What follows belongs to an exercise in optimizing a design on an open flow for small area; a production flow would make more cautious choices. RTL that was checked went through simulation tests only; none was proved equivalent to the original. Only the layout flow was run in run 1; the RTL was not checked for function there. Power figures rest on the tool's default switching activity, not on a simulated workload.

## flow/design.v (module list and top-level ports; edited modules follow where they fit)
// module cl_inv: 3 lines
// module cl_nand2: 3 lines
// module cl_nor2: 3 lines
// module cl_nand3: 3 lines
// module cl_xor2: 3 lines
// module cl_xnor2: 3 lines
// module cl_o22ai: 3 lines
// module cl_a22oi: 3 lines
// module cl_a222oi: 3 lines
// module cl_a22o: 3 lines
// module cl_a21oi: 3 lines
// module cl_o21ai: 3 lines
// module cl_a21boi: 3 lines
// module cl_a21o: 3 lines
// module cl_and4bb: 3 lines
// module cl_ha: 4 lines
// module calc1_channel: 1018 lines
// module calc1: 53 lines
module calc1 (
  input  logic        c_clk,
  input  logic        reset,
  input  logic [3:0]  req1_cmd_in,
  input  logic [3:0]  req2_cmd_in,
  input  logic [3:0]  req3_cmd_in,
  input  logic [3:0]  req4_cmd_in,
  input  logic [31:0] req1_data_in,
  input  logic [31:0] req2_data_in,
  input  logic [31:0] req3_data_in,
  input  logic [31:0] req4_data_in,
  output logic [1:0]  out_resp1,
  output logic [1:0]  out_resp2,
  output logic [1:0]  out_resp3,
  output logic [1:0]  out_resp4,
  output logic [31:0] out_data1,
  output logic [31:0] out_data2,
  output logic [31:0] out_data3,
  output logic [31:0] out_data4
);
  // ...
==> flow/flow/run.sh <==
#!/bin/bash
# Standard ORFS layout with two changes:
#  - synthesis may not pick the larger drive strengths of the simple gates the datapath's
#    one-gate modules map to (placement and timing repair later still may), and
#  - ports are buffered with buf_1 instead of the default buffer.
set -euo pipefail
PLAT=$FLOW_HOME/platforms/$FLOW_PLATFORM
LIB=$PLAT/lib/sky130_fd_sc_hd__tt_025C_1v80.lib
BASE=$(sed -n '/^export DONT_USE_CELLS/,/^#/p' $PLAT/config.mk | grep -o 'sky130_fd_sc_hd__[a-z0-9_]*' | tr '\n' ' ')
EXTRA=""
for c in inv a21boi a21oi a22oi a222oi a22o and4bb o22ai o21ai nand2 nand3 nor2 xor2 xnor2 ha a21o; do
  for s in 2 4 8; do
    if grep -q "cell (\"sky130_fd_sc_hd__${c}_$s\")" $LIB; then EXTRA="$EXTRA sky130_fd_sc_hd__${c}_$s"; fi
  done
done
CTS="-sink_clustering_enable -repair_clock_nets -buf_list sky130_fd_sc_hd__clkbuf_8 -sink_clustering_size 30 -sink_clustering_max_diameter 100 -dont_use_dummy_load"
bash standard.sh "DONT_USE_CELLS=$BASE $EXTRA" synth > synth.log 2>&1
bash standard.sh "BUFFER_PORTS_ARGS=-buffer_cell sky130_fd_sc_hd__buf_1" "CTS_ARGS=$CTS" finish > layout.log 2>&1
==> flow/standard.sh <==
#!/bin/bash
# synth_recipe.tcl (not shown) runs the flow's synth.tcl, then flattens the netlist and writes it again
# the make line also repeats each setting of config.mk as NAME=value (left out here)
make -C /OpenROAD-flow-scripts/flow DESIGN_CONFIG=/design/flow/config.mk WORK_HOME=/design/flow/orfs CLKGATE_MAP_FILE= SYNTH_SCRIPT=/design/flow/synth_recipe.tcl "${@:-finish}"
==> flow/config.mk <==
export PLATFORM = sky130hd
export DESIGN_NAME = calc1
export DESIGN_NICKNAME = calc1
export VERILOG_FILES = /design/flow/design.v
export SDC_FILE = /design/flow/constraint.sdc
export NUM_CORES = 4
export LEC_CHECK = 0
export CAP_MARGIN = 20
export CORE_MARGIN = 2
export CORE_UTILIZATION = 40
export SLEW_MARGIN = 20
export SYNTH_HIERARCHICAL = 1
==> flow/constraint.sdc <==
create_clock -name core_clock -period 5.0 [get_ports {c_clk}]
set_input_delay 1.0000 -clock core_clock [delete_from_list [all_inputs] [get_ports {c_clk}]]
set_output_delay 1.0000 -clock core_clock [all_outputs]
set_load 0.01 [all_outputs]
==> run_results.csv, run 1 <==
group,metric,value,unit
cts,cts_resized,0,
worst_setup_path,required,5.44,ns
routing,wirelength,67.5,mm
yosys,synth_most_common_cell,"o22ai_1",
cells_and_area,clock_buffers,17,
cells_and_area,inverters,36,
pwr,leakage,7.02,nW
cells_and_area,final_nets,2604,
yosys,seq_area_frac_synth,17.9,%
cells_and_area,multi_input_area_share,69.9,%
worst_setup_path,crit_family,"compound AO/OA/AOI/OAI gates",
floorplan,ios,282,
min_path,hold_path_class,"input pin to register",
yosys,synth-edff-count,12,
routing,initialDrtViolationCount,2215,
yosys,synth_cell_types,32,
pwr,power,16.1,mW
yosys,yosys.area_share.simple,10.4,%
global_route,grt_max_degree,34,
global_route,antenna_found_initial,5,
global_route,grt_usage,29.2,%
yosys,synth_area_leader_cell,"o22ai_1",
cells_and_area,final_cell_area,18800,um^2
sta,finalSetupTns,0,ns
sta,fin_crit_sh,86.9,%
yosys,synthMuxAreaShare,0.232,%
cts,htreeDepth,4,
worst_setup_path,path_common_cell,"a21o_1",
sta,period_needed,4.34,ns
routing,drt-pass1-iter-count,9,
outcome,status,"no timing/DRC/antenna violations",
cells_and_area,area_delta_synth_final,8.86,%
placement,place_inst,2976,
cells_and_area,regArea,3080,um^2
worst_setup_path,cp.depth,19,
cts,numCtsBuffers,17,
global_route,overflow,0,
routing,wl_met1,30.6,mm
worst_setup_path,reg2reg_slack,0.74,ns
sta,rsz0062_at_grt,"false",
min_path,holdPathStages,3,
worst_setup_path,critPathArrivalTime,4.79,ns
worst_setup_path,cpPeakStageDelay,0.36,ns
yosys,ys_async_sr_fraction,0,%
placement,routabilityCongestion,0.963,
==> inputs of run 2 (changes only) <==
--- a/flow/design.v
+++ b/flow/design.v
@@ -81,58 +81,57 @@
   logic [DATA_W-1:0] r_q;
   logic [DATA_W-1:0] r_d;
   logic [2:0]        k_cmd;
   logic [2:0]        k_res;
   logic              accept;
   logic              op2;
   logic              exec;
   logic              show;
+  logic              inv;
   logic              sub;
   logic              shift;
   logic              cout;
   logic              sel_n;
   logic              sel_r;
   logic              sel_sum;
   logic              g0;
   logic              g1;
   logic              out_n;
   logic              out_r;
   logic [3:0]        sh;
   logic [3:0]        shn;
-  logic is_shr;
-  logic err;
-  assign is_shr = cmd_i == CMD_SHR;
   always_comb begin
-    k_cmd[2] = is_shr;
-    k_cmd[1] = !(cmd_i == CMD_ADD || cmd_i == CMD_SUB);
-    k_cmd[0] = !(cmd_i == CMD_ADD || cmd_i == CMD_SHL || cmd_i == CMD_SHR);
+    case (cmd_i)
+      CMD_ADD: k_cmd = 3'b000;
+      CMD_SUB: k_cmd = 3'b001;
+      CMD_SHL: k_cmd = 3'b010;
+      CMD_SHR: k_cmd = 3'b110;
+      default: k_cmd = 3'b111;
+    endcase
   end
   assign accept  = st_q[0] == st_q[1];
-  assign op2     = !st_q[1] && st_q[0];
-  assign exec    = st_q[1] && !st_q[0];
-  assign show    = st_q[1] && st_q[0];
+  assign op2     = st_q == ST_OP2;
+  assign exec    = st_q == ST_EXEC;
+  assign show    = st_q == ST_SHOW;
+  assign inv     = k_q == 3'b111;
   assign sub     = k_q[0];
   assign shift   = k_q[1];
-  assign err     = cout ^ k_q[0];
-  assign sel_n   = accept && !is_shr;
-  assign sel_r   = accept && is_shr;
+  assign sel_n   = accept && cmd_i != CMD_SHR;
+  assign sel_r   = accept && cmd_i == CMD_SHR;
   assign sel_sum = op2 && !shift;
-  logic st1_n;
-  cl_inv u_st1_n (.A(st_q[1]), .Y(st1_n));
-  for (genvar l = 0; l < 4; l++) begin : g_sh
-    cl_nand2 u_shn (.A(data_i[l]), .B(st1_n), .Y(shn[l]));
-    cl_inv   u_sh  (.A(shn[l]), .Y(sh[l]));
-  end
+  assign sh      = data_i[3:0] & {4{!st_q[1]}};
+  assign shn     = ~sh;
   assign g0      = (op2 && shift && !data_i[4]) || exec;
   assign g1      = op2 && shift && data_i[4];
   always_comb begin
-    k_res[2] = k_q[2];
-    k_res[1] = shift ? k_q[0] : err;
-    k_res[0] = shift || !err;
+    if (inv)                      k_res = {1'b0, RESP_INVALID};
+    else if (shift)               k_res = {k_q[2], RESP_OK};
+    else if (cout ^ sub)          k_res = {1'b0, RESP_ERR};
+    else                          k_res = {1'b0, RESP_OK};
   end
   logic n_xor2_0;
   cl_xor2 u_xor2_0 (.A(data_i[0]), .B(sub), .X(n_xor2_0));
   logic n_xor2_1;
   cl_xor2 u_xor2_1 (.A(data_i[1]), .B(sub), .X(n_xor2_1));
   logic n_xor2_2;
   cl_xor2 u_xor2_2 (.A(data_i[2]), .B(sub), .X(n_xor2_2));
   logic n_xor2_3;
@@ -1078,17 +1077,17 @@
       case (st_q)
         ST_OP2:  st_q <= ST_EXEC;
         ST_EXEC: st_q <= ST_SHOW;
         default: st_q <= (cmd_i != CMD_NOP) ? ST_OP2 : ST_IDLE;
       endcase
     end
   end
   assign out_n  = show && k_q[1:0] == RESP_OK && !k_q[2];
-  assign out_r  = show && k_q[2];
+  assign out_r  = show && k_q[1:0] == RESP_OK && k_q[2];
   assign resp_o = show ? k_q[1:0] : RESP_NONE;
 endmodule
 module calc1 (
   input  logic        c_clk,
   input  logic        reset,
   input  logic [3:0]  req1_cmd_in,
   input  logic [3:0]  req2_cmd_in,
   input  logic [3:0]  req3_cmd_in,
==> flow/flow/run.sh (replaced) <==
#!/bin/bash
# Standard ORFS layout with two changes:
#  - synthesis may not pick the larger drive strengths of the simple gates the datapath's
#    one-gate modules map to (placement and timing repair later still may), and
#  - ports are buffered with buf_1 instead of the default buffer.
set -euo pipefail
PLAT=$FLOW_HOME/platforms/$FLOW_PLATFORM
LIB=$PLAT/lib/sky130_fd_sc_hd__tt_025C_1v80.lib
BASE=$(sed -n '/^export DONT_USE_CELLS/,/^#/p' $PLAT/config.mk | grep -o 'sky130_fd_sc_hd__[a-z0-9_]*' | tr '\n' ' ')
EXTRA=""
for c in a21boi a21oi a22oi a222oi a22o and4bb o22ai o21ai nand2 nand3 nor2 xor2 xnor2 ha a21o; do
  for s in 2 4 8; do
    if grep -q "cell (\"sky130_fd_sc_hd__${c}_$s\")" $LIB; then EXTRA="$EXTRA sky130_fd_sc_hd__${c}_$s"; fi
  done
done
CTS="-sink_clustering_enable -repair_clock_nets -buf_list sky130_fd_sc_hd__clkbuf_8 -sink_clustering_size 30 -sink_clustering_max_diameter 100 -dont_use_dummy_load"
bash standard.sh "DONT_USE_CELLS=$BASE $EXTRA" synth > synth.log 2>&1
bash standard.sh "BUFFER_PORTS_ARGS=-buffer_cell sky130_fd_sc_hd__buf_1" "CTS_ARGS=$CTS" finish > layout.log 2>&1
==> run 2 against run 1 <==
Net effect:
- final area grew 1.3%
- sequential share of layout area shrank 0.21 points
- sequential power is essentially flat
- largest power group unchanged
- synthesized cell count grew 1.8%
- highest routed layer is now met4
==> run_results.csv, run 2 <==
group,metric,value,unit
outcome,status,"no timing/DRC/antenna violations",
cts,path_clk_slew,0.08,ns
flow_run,drv_cap,0,
placement,routabilityCongestion,0.996,
floorplan,start_util,40.5,%
pwr,clkPwrFrac,5.0,%
sta,max_freq,228,MHz
routing,routed_via_density,6.56,
yosys,synth-edff-count,12,
cts,numCtsBuffers,17,
placement,dpl.hpwl,51.0,mm
routing,initialDrtViolationCount,2233,
routing,avgRoutedWirePerCell,22.1,um
floorplan,die_x,213,um
cells_and_area,mostFrequentLayoutCells,"o22ai_1 (452), xor2_1 (288), buf_1 (281)",
routing,drt-pass1-iter-count,10,
sta,finalSetupTns,0,ns
floorplan,rows,76,
pwr,ir_drop,0.367,mV
yosys,synth_most_common_cell,"o22ai_1",
cts,clock_latency,0.58,ns
cts,tritoncts,"built",
worst_setup_path,start_kind,"input pin",
yosys,synthTopCellsByArea,"o22ai_1 (16%), dfxtp_1 (16%), xor2_1 (14%), a22oi_1 (8.3%), a22o_1 (6.4%)",
cts,cts_buffer_depth,2,
routing,wirelength,67.4,mm
worst_setup_path,cp-end-kind,"register",
cts,htreeDepth,4,
sta,fin_crit_sh,87.8,%
sta,period_needed,4.39,ns
cts,numClockSinks,148,
sta,max-slew-margin-rel,36.2,%
global_route,grt_usage,29.0,%
min_path,hold_path_class,"register to register",
cts,ctsRootBufferMaster,"clkbuf_8",
worst_setup_path,required,5.45,ns
global_route,grt_pass1_vias,18000,
yosys,netlist_instances,2228,
yosys,synth_warnings,7,
yosys,synth_top_area_share,16.2,%
yosys,syn-num-nets,2422,
sta,hold_violations,0,
yosys,synth_ff_type,"dfxtp_1",
yosys,ys_async_sr_fraction,0,%
sta,worstMarginPinSlew,0.956,ns
cts,cts_hold_buf,0,
cts,cts_resized,0,
global_route,overflow,0,
yosys,synth.cell_area,17400,um^2
yosys,avgSynthCellArea,7.83,um^2
floorplan,die_h,213,um
pwr,power_density,828,nW/um^2
yosys,synth_common_cells,"o22ai_1 (452), xor2_1 (288), nand2_1 (272), a22oi_1 (192), dfxtp_1 (136)",
worst_setup_path,critPathArrivalTime,4.84,ns
cells_and_area,fin_util,44.2,%
yosys,synth_cell_types,33,
pwr,p_switching,9.04,mW
global_route,grt_pass1_wl,103,mm
pwr,p_comb_share,75.1,%
yosys,seq_area_frac_synth,17.7,%
floorplan,ios,282,
yosys,synth_seq_cells,148,
cells_and_area,area_delta_synth_final,9.21,%
cells_and_area,final_common_cell,"o22ai_1",
routing,post-route-drc-count,0,
pwr,pwr-share-seq,19.8,%
pwr,leakage,7.16,nW
sta,final_max_slew_viol_count,0,
yosys,synth_area_leader_cell,"o22ai_1",
cells_and_area,final_nets,2654,
routing,antenna_left,0,
global_route,grt_max_degree,39,
floorplan,die_area,45300,um^2
sta,finalSetupViolCount,0,
sta,rsz0062_at_grt,"false",
pwr,power.internal,6.74,mW
cts,post_cts_buffers,0,
worst_setup_path,critPathKind,"input pin to register",
cells_and_area,drive_gt1_share,4.43,%
routing,via_count,20000,
worst_setup_path,cp_max_fo,4,
placement,portBuffers,281,
sta,skew,0.0196,ns
pwr,switching_share,57.3,%
floorplan,fp.coreArea,43100,um^2
global_route,antenna_found_initial,2,
## run 2: area by class of cell
class / count / area [um^2]
diodes: 2 / 5.00
clock buffers: 17 / 234
fillers: 4511 / 24000
inverters: 36 / 135
multi-input cells: 1912 / 13300
flip-flops and latches: 148 / 3080
well taps: 585 / 732
repair buffers: 345 / 1550
## run 2: routing by layer
layer	up-vias	track usage, %	part of all wire, %
met3	143	4.41	7.0
li1	9306	-	-
met4	0	11.1	3.0
met5	-	0	0
met2	901	45.5	45
met1	9623	39.9	45
## run 2: critical path: stages
cell and delay [ns]:
buf_1 0.20, xor2_1 0.26, xor2_1 0.26, a21boi_1 0.15, o21ai_1 0.27, a21oi_1 0.15, o21ai_1 0.27, a21o_1 0.24
a21o_1 0.19, a21o_1 0.18, a21o_1 0.19, a21o_1 0.24, a21o_1 0.21, a21boi_1 0.11, o21ai_1 0.22, a21oi_1 0.11
xor2_1 0.18, a222oi_1 0.31, nand2_1 0.10
## run 2: through the flow
step | total power, mW | cells | hold slack, ns | area [um^2] | worst slack [ns]
finish | 15.8 | 3045 | 0.708 | 19000 | 0.609
global route | 17.0 | 3044 | 0.708 | 19000 | 0.346
CTS | 15.5 | 3043 | 0.657 | 19000 | 0.734
detailed placement | 14.6 | 3026 | 0.708 | 18800 | 0.130
global placement | 14.5 | 3026 | 0.698 | 18800 | 0.302
floorplan | 11.3 | 2228 | 0.638 | 17400 | 0.201
## run 2: worst paths after layout
kind,slack [ns],cells past startpoint,from,end
max,0.61,19,req4_data_in[0],u_ch4.r_q[31]
min,0.71,2,u_ch3.st_q[1],u_ch3.st_q[1]
max reg2reg,0.72,18,u_ch3.k_q[0],u_ch3.r_q[31]
min reg2reg,0.71,2,u_ch3.st_q[1],u_ch3.st_q[1]
## run 2: power by group through the flow
| stage | clock [mW] | sequential (mW) | combinational [mW] |
|---|---|---|---|
| finish | 0.790 | 3.13 | 11.9 |
| global route | 0.867 | 3.22 | 12.9 |
| CTS | 0.835 | 3.09 | 11.5 |
| detailed placement | 0 | 3.13 | 11.5 |
| global placement | 0 | 3.10 | 11.4 |
| floorplan | 0 | 2.71 | 8.61 |
## run 2: per-module statistics from Yosys, one instance, submodules excluded, a selection
| module | flops+latches | copies in the design | cells |
|---|---|---|---|
| cl_a22oi | 0 | 192 | 1 |
| cl_o21ai | 0 | 92 | 1 |
| cl_o22ai | 0 | 452 | 1 |
| cl_and4bb | 0 | 28 | 1 |
| cl_a21oi | 0 | 60 | 1 |
| cl_a21boi | 0 | 32 | 1 |
| cl_a22o | 0 | 128 | 1 |
| cl_xor2 | 0 | 288 | 1 |
## run 2: kinds of logic after synthesis
group | Yosys count | share of synthesized area (%)
buf+inv | 168 | 6.54
compound gates | 1068 | 42.2
simple gates | 436 | 12.0
flops | 148 | 17.7
xor+xnor | 360 | 18.1
fa+ha+maj | 48 | 3.44

## afterwards: timing with drivers on the ports
The flow's constraints put no driver on any port. The routed layouts listed below were extracted and timed again, unchanged, in two steps.
Step 1 sets driving cells, clkbuf_16 on the clock port and buf_2 on the other inputs (assumed; they add their load-dependent delay and slew).
Step 2 times the ports against the registers' clock, not the clock port: input delays grow and output delays shrink by t, the midpoint of the rising clock arrivals with the driver on.
Three values: ideal, step 1, step 2; two values: the first two.
run | shift t [ns] | slack for setup (ns) | worst hold slack (ns) | worst setup path after step 2 | worst data-port slew with drivers (ns)
run 1 | 0.609 | 0.657 / 0.684 / 0.075 | 0.751 / 0.722 / 0.766 | input to register | 0.08
run 2 | 0.627 | 0.609 / 0.598 / -0.029 | 0.708 / 0.687 / 0.708 | input to register | 0.12
Met with ideal ports but missed after step 2: setup timing in run 2. For run 2, which loses most, drivers alone change the setup slack by -0.011 ns; drivers and shift together by -0.638 ns.
